What follows belongs to an exercise in optimizing a design on an open flow for small area, a short achievable clock period and few clock cycles per item; a production flow would make more cautious choices. In this exercise RTL edits were held to simulation tests only and were not proved equivalent to the original. No activity file was given, so power comes from the tool's default toggle rates.

<file path="design/flow/config.mk">
export PLATFORM = sky130hd
export DESIGN_NAME = lmfe_top
export DESIGN_NICKNAME = lmfe_top
export VERILOG_FILES = /design/flow/design.v
export SDC_FILE = /design/flow/constraint.sdc
export NUM_CORES = 8
export LEC_CHECK = 0
export CAP_MARGIN = 20
export CELL_PAD_IN_SITES_DETAIL_PLACEMENT = 1
export CELL_PAD_IN_SITES_GLOBAL_PLACEMENT = 2
export CORE_MARGIN = 2
export CORE_UTILIZATION = 30
export PLACE_DENSITY = 0.45
export SLEW_MARGIN = 20
</file>
<file path="design/flow/constraint.sdc">
create_clock -name core_clock -period 15.0 [get_ports {clk}]
set_input_delay 3.0000 -clock core_clock [delete_from_list [all_inputs] [get_ports {clk}]]
set_output_delay 3.0000 -clock core_clock [all_outputs]
set_load 0.01 [all_outputs]
</file>
<file path="design/flow/design.v">
package lmfe_pkg;
    localparam int IMG_W      = 128;
    localparam int IMG_H      = 128;
    localparam int WIN        = 7;
    localparam int HALF       = 3;          
    localparam int MEDIAN_IDX = 24;         
    localparam int ROW_SLOTS  = 7;          
    typedef logic [7:0] pixel_t;
    typedef logic [6:0] col_t;
    typedef logic [7:0] row_cnt_t;          
    typedef logic [2:0] slot_t;
    typedef struct packed {
        logic   valid;
        slot_t  slot;
        col_t   col;
        pixel_t pix;
    } lb_write_t;
    typedef struct packed {
        logic   clear;                      
        logic   ins_valid;
        pixel_t ins;
        logic   del_valid;
        pixel_t del;
        logic   last;                       
    } median_op_t;
    typedef enum logic [1:0] {
        wait_rows,
        fill,
        slide,
        row_end
    } scan_state_t;
endpackage
`timescale 1ns/1ps
module line_buffer (
    input  logic                clk,
    input  lmfe_pkg::lb_write_t wr,
    input  lmfe_pkg::slot_t     new_slot,
    input  lmfe_pkg::slot_t     old_slot,
    input  lmfe_pkg::col_t      new_col,
    input  lmfe_pkg::col_t      old_col,
    output lmfe_pkg::pixel_t    new_pix,
    output lmfe_pkg::pixel_t    old_pix
);
    localparam int DEPTH = lmfe_pkg::ROW_SLOTS * lmfe_pkg::IMG_W;
    logic [DEPTH*8-1:0] mem;
    logic [9:0]         wr_addr;
    logic [9:0]         new_addr;
    logic [9:0]         old_addr;
    assign wr_addr  = {wr.slot, wr.col};
    assign new_addr = {new_slot, new_col};
    assign old_addr = {old_slot, old_col};
    always_ff @(posedge clk) begin
        for (int i = 0; i < DEPTH; i++) begin
            if (wr.valid && (wr_addr == 10'(i))) begin
                mem[i*8 +: 8] <= wr.pix;
            end
        end
        new_pix <= mem[new_addr*8 +: 8];  
        old_pix <= mem[old_addr*8 +: 8];  
    end
endmodule
`timescale 1ns/1ps
module row_loader (
    input  logic                clk,
    input  logic                reset,
    input  logic                in_en,
    input  lmfe_pkg::pixel_t    Din,
    input  logic                row_done,
    output logic                busy,
    output lmfe_pkg::lb_write_t wr,
    output lmfe_pkg::row_cnt_t  rows_loaded
);
    lmfe_pkg::col_t     wr_col;
    lmfe_pkg::slot_t    wr_slot;
    lmfe_pkg::row_cnt_t rows_done;                    
    logic     row_ok;
    logic     accept;
    logic     frame_end;
    assign row_ok = (rows_loaded < lmfe_pkg::row_cnt_t'(lmfe_pkg::ROW_SLOTS))
                 || (rows_loaded <= rows_done + lmfe_pkg::row_cnt_t'(lmfe_pkg::HALF));
    assign busy   = !row_ok || (rows_loaded == lmfe_pkg::row_cnt_t'(lmfe_pkg::IMG_H));
    assign accept = in_en && !busy;
    assign frame_end = row_done && (rows_done == lmfe_pkg::row_cnt_t'(lmfe_pkg::IMG_H - 1));
    assign wr = {accept, wr_slot, wr_col, Din};
    always_ff @(posedge clk or posedge reset) begin
        if (reset) begin
            wr_col      <= '0;
            wr_slot     <= '0;
            rows_loaded <= '0;
            rows_done   <= '0;
        end else begin
            if (accept) begin
                wr_col <= wr_col + 1'b1;    
                if (wr_col == lmfe_pkg::col_t'(lmfe_pkg::IMG_W - 1)) begin
                    rows_loaded <= rows_loaded + 1'b1;
                    wr_slot     <= (wr_slot == lmfe_pkg::slot_t'(lmfe_pkg::ROW_SLOTS - 1)) ? '0 : wr_slot + 1'b1;
                end
            end
            if (frame_end) begin
                rows_loaded <= '0;
                rows_done   <= '0;
                wr_slot     <= '0;
            end else if (row_done) begin
                rows_done <= rows_done + 1'b1;
            end
        end
    end
endmodule
`timescale 1ns/1ps
module window_scanner (
    input  logic                 clk,
    input  logic                 reset,
    input  lmfe_pkg::row_cnt_t   rows_loaded,
    output lmfe_pkg::slot_t      new_slot,
    output lmfe_pkg::slot_t      old_slot,
    output lmfe_pkg::col_t       new_col,
    output lmfe_pkg::col_t       old_col,
    input  lmfe_pkg::pixel_t     new_pix,
    input  lmfe_pkg::pixel_t     old_pix,
    output lmfe_pkg::median_op_t op,
    output logic                 op_valid,
    output logic                 row_done
);
    lmfe_pkg::scan_state_t state;
    lmfe_pkg::col_t        out_row;
    lmfe_pkg::col_t        out_col;
    lmfe_pkg::slot_t       wrow;                      
    lmfe_pkg::slot_t       fill_col;                  
    lmfe_pkg::slot_t       c_slot;                    
    lmfe_pkg::row_cnt_t    need;
    logic [4:0]  slot_sum;
    lmfe_pkg::slot_t       win_slot;
    int          win_row;
    int          new_x;
    int          old_x;
    logic        row_pad;
    logic        new_pad;
    logic        old_pad;
    logic        issue;
    logic        last;
    logic        p_valid;
    logic        p_clear;
    logic        p_last;
    logic        p_ins_pad;
    logic        p_del_valid;
    logic        p_del_pad;
    assign need = (out_row > lmfe_pkg::col_t'(lmfe_pkg::IMG_H - lmfe_pkg::HALF - 1)) ? lmfe_pkg::row_cnt_t'(lmfe_pkg::IMG_H)
                : lmfe_pkg::row_cnt_t'(out_row) + lmfe_pkg::row_cnt_t'(lmfe_pkg::HALF + 1);
    assign win_row = int'(out_row) + int'(wrow) - lmfe_pkg::HALF;
    assign new_x   = (state == lmfe_pkg::fill) ? int'(fill_col) - lmfe_pkg::HALF : int'(out_col) + lmfe_pkg::HALF;
    assign old_x   = int'(out_col) - lmfe_pkg::HALF - 1;
    assign row_pad = (win_row < 0) || (win_row > lmfe_pkg::IMG_H - 1);
    assign new_pad = row_pad || (new_x < 0) || (new_x > lmfe_pkg::IMG_W - 1);
    assign old_pad = row_pad || (old_x < 0) || (old_x > lmfe_pkg::IMG_W - 1);
    assign slot_sum = {2'b00, c_slot} + {2'b00, wrow} + 5'(lmfe_pkg::ROW_SLOTS - lmfe_pkg::HALF);
    assign win_slot = (slot_sum >= 5'(2 * lmfe_pkg::ROW_SLOTS)) ? lmfe_pkg::slot_t'(slot_sum - 5'(2 * lmfe_pkg::ROW_SLOTS))
                    : (slot_sum >= 5'(lmfe_pkg::ROW_SLOTS))     ? lmfe_pkg::slot_t'(slot_sum - 5'(lmfe_pkg::ROW_SLOTS))
                    : lmfe_pkg::slot_t'(slot_sum);
    assign new_slot = row_pad ? c_slot : win_slot;
    assign old_slot = new_slot;
    assign new_col  = new_pad ? '0 : lmfe_pkg::col_t'(new_x);
    assign old_col  = (state == lmfe_pkg::slide) ? (old_pad ? '0 : lmfe_pkg::col_t'(old_x))
                    : (state == lmfe_pkg::fill)  ? new_col
                    : ~new_col;             
    assign issue    = (state == lmfe_pkg::fill) || (state == lmfe_pkg::slide);
    assign last     = (wrow == lmfe_pkg::slot_t'(lmfe_pkg::WIN - 1)) && (state == lmfe_pkg::slide || fill_col == lmfe_pkg::slot_t'(lmfe_pkg::WIN - 1));
    assign row_done = (state == lmfe_pkg::row_end);
    assign op = {p_clear, 1'b1, (p_ins_pad ? 8'h00 : new_pix),
                 p_del_valid, (p_del_pad ? 8'h00 : old_pix), p_last};
    assign op_valid = p_valid;
    always_ff @(posedge clk or posedge reset) begin
        if (reset) begin
            p_valid     <= 1'b0;
            p_clear     <= 1'b0;
            p_last      <= 1'b0;
            p_ins_pad   <= 1'b0;
            p_del_valid <= 1'b0;
            p_del_pad   <= 1'b0;
        end else begin
            p_valid     <= issue;
            p_clear     <= (state == lmfe_pkg::fill) && (wrow == '0) && (fill_col == '0);
            p_last      <= issue && last;
            p_ins_pad   <= new_pad;
            p_del_valid <= (state == lmfe_pkg::slide);
            p_del_pad   <= old_pad;
        end
    end
    always_ff @(posedge clk or posedge reset) begin
        if (reset) begin
            state    <= lmfe_pkg::wait_rows;
            out_row  <= '0;
            out_col  <= '0;
            wrow     <= '0;
            fill_col <= '0;
            c_slot   <= '0;
        end else begin
            case (state)
                lmfe_pkg::wait_rows: begin
                    if (rows_loaded >= need) begin
                        state <= lmfe_pkg::fill;
                    end
                end
                lmfe_pkg::fill: begin
                    wrow <= (wrow == lmfe_pkg::slot_t'(lmfe_pkg::WIN - 1)) ? '0 : wrow + 1'b1;
                    if (wrow == lmfe_pkg::slot_t'(lmfe_pkg::WIN - 1)) begin
                        if (fill_col == lmfe_pkg::slot_t'(lmfe_pkg::WIN - 1)) begin
                            fill_col <= '0;
                            out_col  <= lmfe_pkg::col_t'(1);   
                            state    <= lmfe_pkg::slide;
                        end else begin
                            fill_col <= fill_col + 1'b1;
                        end
                    end
                end
                lmfe_pkg::slide: begin
                    wrow <= (wrow == lmfe_pkg::slot_t'(lmfe_pkg::WIN - 1)) ? '0 : wrow + 1'b1;
                    if (wrow == lmfe_pkg::slot_t'(lmfe_pkg::WIN - 1)) begin
                        if (out_col == lmfe_pkg::col_t'(lmfe_pkg::IMG_W - 1)) begin
                            state <= lmfe_pkg::row_end;
                        end else begin
                            out_col <= out_col + 1'b1;
                        end
                    end
                end
                lmfe_pkg::row_end: begin
                    out_col <= '0;
                    state   <= lmfe_pkg::wait_rows;
                    if (out_row == lmfe_pkg::col_t'(lmfe_pkg::IMG_H - 1)) begin
                        out_row <= '0;      
                        c_slot  <= '0;
                    end else begin
                        out_row <= out_row + 1'b1;
                        c_slot  <= (c_slot == lmfe_pkg::slot_t'(lmfe_pkg::ROW_SLOTS - 1)) ? '0 : c_slot + 1'b1;
                    end
                end
                default: state <= lmfe_pkg::wait_rows;
            endcase
        end
    end
endmodule
`timescale 1ns/1ps
module median_rank49 (
    input  logic                 clk,
    input  logic                 reset,
    input  lmfe_pkg::median_op_t op,
    input  logic                 op_valid,
    output lmfe_pkg::pixel_t     Dout,
    output logic                 out_valid
);
    lmfe_pkg::pixel_t [lmfe_pkg::WIN*lmfe_pkg::WIN-1:0]   arr;                 
    lmfe_pkg::pixel_t [lmfe_pkg::WIN*lmfe_pkg::WIN-1:0]   del_arr;
    lmfe_pkg::pixel_t [lmfe_pkg::WIN*lmfe_pkg::WIN-1:0]   nxt_arr;
    logic [5:0]             fill_cnt;
    logic [5:0]             cnt_base;
    logic [5:0]             cnt_del;
    logic [5:0]             nxt_cnt;
    logic [lmfe_pkg::WIN*lmfe_pkg::WIN-1:0]     less;
    logic                   del_on;
    logic                   ins_on;
    logic                   seen;
    logic                   last_d;
    assign del_on = op_valid && op.del_valid;
    assign ins_on = op_valid && op.ins_valid;
    always_comb begin
        cnt_base = op.clear ? '0 : fill_cnt;
        seen = 1'b0;
        for (int i = 0; i < lmfe_pkg::WIN*lmfe_pkg::WIN - 1; i++) begin
            if (!seen && del_on && (i < cnt_base) && (arr[i] == op.del)) begin
                seen = 1'b1;
            end
            del_arr[i] = seen ? arr[i+1] : arr[i];
        end
        if (!seen && del_on && (cnt_base == 6'(lmfe_pkg::WIN*lmfe_pkg::WIN)) && (arr[lmfe_pkg::WIN*lmfe_pkg::WIN-1] == op.del)) begin
            seen = 1'b1;
        end
        del_arr[lmfe_pkg::WIN*lmfe_pkg::WIN-1] = arr[lmfe_pkg::WIN*lmfe_pkg::WIN-1];
        cnt_del = cnt_base - {5'b0, seen};
        for (int i = 0; i < lmfe_pkg::WIN*lmfe_pkg::WIN; i++) begin
            less[i] = (i < cnt_del) && (del_arr[i] < op.ins);
        end
        nxt_arr[0] = (!ins_on || less[0]) ? del_arr[0] : op.ins;
        for (int i = 1; i < lmfe_pkg::WIN*lmfe_pkg::WIN; i++) begin
            if (!ins_on || less[i]) begin
                nxt_arr[i] = del_arr[i];
            end else if (less[i-1]) begin
                nxt_arr[i] = op.ins;        
            end else begin
                nxt_arr[i] = del_arr[i-1];
            end
        end
        nxt_cnt = cnt_del + {5'b0, ins_on};
    end
    always_ff @(posedge clk) begin
        if (op_valid) begin
            arr <= nxt_arr;
        end
        if (last_d) begin
            Dout <= arr[lmfe_pkg::MEDIAN_IDX];
        end
    end
    always_ff @(posedge clk or posedge reset) begin
        if (reset) begin
            fill_cnt  <= '0;
            last_d    <= 1'b0;
            out_valid <= 1'b0;
        end else begin
            if (op_valid) begin
                fill_cnt <= nxt_cnt;
            end
            last_d    <= op_valid && op.last;
            out_valid <= last_d;            
        end
    end
endmodule
`timescale 1ns/1ps
module lmfe_top (
    input  logic             clk,
    input  logic             reset,
    input  logic             in_en,
    input  lmfe_pkg::pixel_t Din,
    output logic             busy,
    output logic             out_valid,
    output lmfe_pkg::pixel_t Dout
);
    lmfe_pkg::lb_write_t  wr;
    lmfe_pkg::row_cnt_t   rows_loaded;
    logic       row_done;
    lmfe_pkg::slot_t      new_slot;
    lmfe_pkg::slot_t      old_slot;
    lmfe_pkg::col_t       new_col;
    lmfe_pkg::col_t       old_col;
    lmfe_pkg::pixel_t     new_pix;
    lmfe_pkg::pixel_t     old_pix;
    lmfe_pkg::median_op_t op;
    logic       op_valid;
    row_loader i_loader (
        .clk         (clk),
        .reset       (reset),
        .in_en       (in_en),
        .Din         (Din),
        .row_done    (row_done),
        .busy        (busy),
        .wr          (wr),
        .rows_loaded (rows_loaded)
    );
    line_buffer i_lbuf (
        .clk      (clk),
        .wr       (wr),
        .new_slot (new_slot),
        .old_slot (old_slot),
        .new_col  (new_col),
        .old_col  (old_col),
        .new_pix  (new_pix),
        .old_pix  (old_pix)
    );
    window_scanner i_scan (
        .clk         (clk),
        .reset       (reset),
        .rows_loaded (rows_loaded),
        .new_slot    (new_slot),
        .old_slot    (old_slot),
        .new_col     (new_col),
        .old_col     (old_col),
        .new_pix     (new_pix),
        .old_pix     (old_pix),
        .op          (op),
        .op_valid    (op_valid),
        .row_done    (row_done)
    );
    median_rank49 i_rank (
        .clk       (clk),
        .reset     (reset),
        .op        (op),
        .op_valid  (op_valid),
        .Dout      (Dout),
        .out_valid (out_valid)
    );
endmodule
</file>
<file path="design/flow/run.sh">
#!/bin/bash
# synth_recipe.tcl (not shown) runs the flow's synth.tcl, then flattens the netlist and writes it again
# the make line also repeats each setting of config.mk as NAME=value (left out here)
make -C /OpenROAD-flow-scripts/flow DESIGN_CONFIG=/design/flow/config.mk WORK_HOME=/design/flow/orfs CLKGATE_MAP_FILE= SYNTH_SCRIPT=/design/flow/synth_recipe.tcl finish
</file>
==> notes.md <==
==> critical path, stage by stage (launching register included) <==
cell and delay, ns:
dfrtp_1 0.76, ha_1 0.48, a21bo_2 0.31, a2bb2oi_1 0.17, o22ai_1 0.68, nand3_1 0.19
ha_1 0.37, nor4_2 0.45, and4_1 0.31, o2111ai_1 0.23, a2111oi_4 0.83, or2_4 0.58
buf_4 0.53, buf_12 0.40, buf_4 0.56, buf_4 0.48, mux4_2 0.28, nand2_1 0.24
nand3_1 0.19, nand4_1 0.21, nor4_2 0.82, buf_4 0.26, o22ai_2 0.28, buf_4 0.33
a311oi_1 0.89
==> worst max path at each step <==
| stage | end | slack, ns | cells after the start |
|---|---|---|---|
| 5_1_grt | i_lbuf.old_pix[1] | 3.42 | 22 |
| 2_1_floorplan | i_rank.arr[295] | 3.87 | 25 |
| 3_3_place_gp | i_lbuf.old_pix[2] | 1.60 | 22 |
| 4_1_cts | i_lbuf.old_pix[1] | 3.71 | 24 |
| 3_5_place_dp | i_lbuf.old_pix[1] | 3.75 | 24 |
| 6_report | i_lbuf.old_pix[1] | 3.64 | 24 |
==> flip-flops by register name, summed over array words and instances, names as in the netlist, 8 cells and up <==
name / cells
i_lbuf.mem: 7168
i_rank.arr: 392
i_lbuf.new_pix: 8
i_lbuf.old_pix: 8
i_loader.rows_done: 8
i_loader.rows_loaded: 8
i_rank.Dout: 8
==> cells in the mapped netlist (291+ instances only) <==
library cell / number
mux2i_1: 1123
nor2_1: 1294
o21ai_0: 426
clkbuf_1: 808
buf_2: 615
edfxtp_1: 7568
inv_1: 327
mux4_2: 3040
a31oi_1: 291
ha_1: 404
buf_1: 386
a21oi_1: 688
nand2_1: 4193
nand3_1: 2168
==> power by group through the flow <==
stage / logic, mW / registers (mW) / clock network [mW]
final: 0.434 / 23.5 / 23.2
after global placement: 0.428 / 23.9 / 0
after floorplan: 0.00262 / 23.9 / 0
after detailed placement: 0.442 / 23.9 / 0
after global routing: 0.456 / 23.5 / 24.3
after CTS: 0.439 / 23.5 / 23.6
==> kinds of logic (layout without fill, tap and decap cells) <==
| logic type | Yosys count | in the layout | synth area share [%] |
|---|---|---|---|
| AO/OA/AOI/OAI | 2825 | 2825 | 4.92 |
| XOR/XNOR | 251 | 251 | 0.568 |
| adder cells (fa/ha/maj) | 406 | 406 | 1.32 |
| buffers and inverters | 2396 | 3394 | 2.82 |
| flip-flops | 7649 | 7649 | 59.2 |
| multiplexers | 4343 | 4343 | 21.1 |
| other | 0 | 111 | 0 |
| AND/OR/NAND/NOR | 8785 | 8785 | 10.0 |
==> through the flow <==
stage | area (µm²) | power [mW] | std cells | setup slack, ns | hold WS (ns)
floorplan | 387000 | 23.9 | 26700 | 3.87 | 0.434
global placement | 412000 | 24.3 | 43100 | 1.60 | 0.459
detailed placement | 413000 | 24.4 | 43100 | 3.75 | 0.461
CTS | 443000 | 47.5 | 44800 | 3.71 | 0.433
global route | 443000 | 48.2 | 44900 | 3.42 | 0.450
finish | 444000 | 47.1 | 44900 | 3.64 | 0.438
==> area by class of cell <==
cell class	instances	area, µm²
clock inverter	589	5620
clock buffer	1147	24700
antenna	111	278
timing repair buffer	1326	11700
multi-input combinational	16600	149000
fill	132000	844000
inverter	332	1270
tap	17200	21500
sequential	7649	229000
==> metal layers <==
metal  GRT usage, %  up-vias
met3           4.23     1892
met4           8.22       30
met5              0        -
met2           47.7    10400
li1               -   107000
met1           43.3   148000
==> flow_metrics.py <==
metrics = {
    "critical_path": {
        "reg2reg_slack_ns": 3.64,
        "endpoint_kind": "flop",
        "critPathMaxFanout": 50,
        "arrival_ns": 12.30,
        "startpoint_type": "flop",
        "critPathKind": "flop to flop",
        "r2r_start": "i_scan.out_col[0]",
        "ff2ff_path_depth": 24,
        "r2r_end": "i_lbuf.old_pix[1]",
        "required_ns": 15.93,
        "startpoint": "i_scan.out_col[0]",
    },
    "routing": {
        "wire_per_inst_um": 44.7,
        "met2WireLength_um": 925000,
        "drc_errors": 0,
        "antenna_left": 0,
        "drt-pass1-iter-count": 8,
        "viasPerCell": 5.93,
        "vias": 266000,
        "drt_iter0_drc": 32000,
        "dr_wl_met3_um": 125000,
        "wl_met1_um": 897000,
        "wl_um": 2010000,
        "dr.max_layer_used": "met5",
    },
    "floorplanning": {
        "die_height_um": 1140,
        "die-area_mm2": 1.30,
        "initial_core_util_pct": 30.1,
        "core_mm2": 1.29,
        "die_w_um": 1140,
        "rows": 417,
        "io_pins": 21,
    },
    "logic_synthesis": {
        "syn_inst": 26700,
        "ys_ff_latch": 7649,
        "synth_edf_count": 7568,
        "yosys_warnings": 4,
        "ys_async_sr_fraction_pct": 0.850,
        "synth_area_mm2": 0.387,
        "synth_nets": 27100,
        "synth.distinct_cells": 120,
        "yosys.area.top_type_share_pct": 58.7,
        "synthTopCellsByArea": "edfxtp_1 59%, mux4_2 18%, nand2_1 4.1%, mux2i_1 2.9%, nand3_1 2.8%",
        "postSynthAreaPerCell_um2": 14.5,
        "seq_area_frac_synth_pct": 59.2,
        "synth.largest_area_cell": "edfxtp_1",
        "synth_ff_type": "edfxtp_1",
    },
    "clock_tree": {
        "cts_made_buffers": 941,
        "root_buffer": "clkbuf_16",
        "post_cts_resized": 0,
        "h-tree-depth": 6,
        "cts.path.max_buffers": 5,
        "worstSkewPairLatency_ns": 1.28,
        "cts_hold_buf": 0,
        "cts_tree": "yes",
        "postCtsSetupBuffers": 0,
        "cts.sinks": 7649,
        "clk_pin_slew_worst_paths_ns": 0.06,
    },
    "finish": {
        "layout-drive-gt1-share_pct": 23.2,
        "nets": 27300,
        "area_growth_pct": 14.6,
        "final_util_pct": 34.5,
        "final_cell_mix": "7,568 x edfxtp_1, 4,161 x nand2_1, 3,040 x mux4_2",
        "mostFrequentLayoutCell": "edfxtp_1",
    },
    "sta": {
        "slew_violations": 0,
        "relSlewSlack_pct": 10.0,
        "tns_ns": 0,
        "hold_violations": 0,
        "skew_ns": 0.134,
        "worst_pin_slew_ns": 1.34,
        "finalSetupViolations": 0,
        "timing.final.crit_share_pct": 75.8,
        "final.min_clock_period_ns": 11.36,
        "fmax_mhz": 88.0,
        "rsz0062_at_grt": "no",
    },
    "global_routing": {
        "grt_pass1_wl_um": 2660000,
        "grt_antenna_before_repair": 238,
        "grt_max_degree": 166,
        "track_usage_pct": 30.1,
        "grt_overflow_total": 0,
        "grt_pass1_vias": 270000,
    },
    "power": {
        "p_leak_nw": 148,
        "p_switching_mw": 10.4,
        "p_clk_share_pct": 49.3,
        "p_sw_share_pct": 22.1,
        "pwr-share-seq_pct": 49.8,
        "peakVddDrop_v": 0.000113,
        "p_int_mw": 36.7,
        "p_per_area_mw_per_mm2": 106,
        "combPwrFrac_pct": 0.9,
    },
    "worst_hold_path": {
        "hold_depth": 1,
        "hp-class": "flop to flop",
        "worstHoldStart": "i_scan.p_last",
        "hold_end": "i_rank.last_d",
    },
    "place": {
        "gp_congestion": 0.854,
        "dp_hpwl_um": 1380000,
        "port_buffers": 20,
    },
    "status": {
        "outcome": "no timing/DRC/antenna violations",
    },
    "flow_run": {
        "cap_viol_max_count": 0,
    },
}
Testbench counts, summed over its fixed seeds: cycles 817,923, frames 6.

-- static timing again, ports no longer ideal --
The flow's constraints put no driver on any port. The routed layout listed below was extracted and timed again, unchanged, in two steps. Step 1: set_driving_cell puts a clkbuf_16 on clk and a buf_2 on each other input, an assumption about the parent block. Step 2 moves the port delays by t, midway between the first and last clock arrival at a register: inputs arrive t later, outputs are due t later. That takes back most of the time a late clock gives input paths. a / b / c = no drivers / after step 1 / after step 2; a / b = the first two.
t (ns): 1.372
setup slack, ns: 3.636 / 3.636 / 3.636
worst setup path after step 2: register to register
After both steps this run still meets setup and hold. For this run, drivers alone change the setup slack by 0.000 ns; drivers and shift together by 0.000 ns.
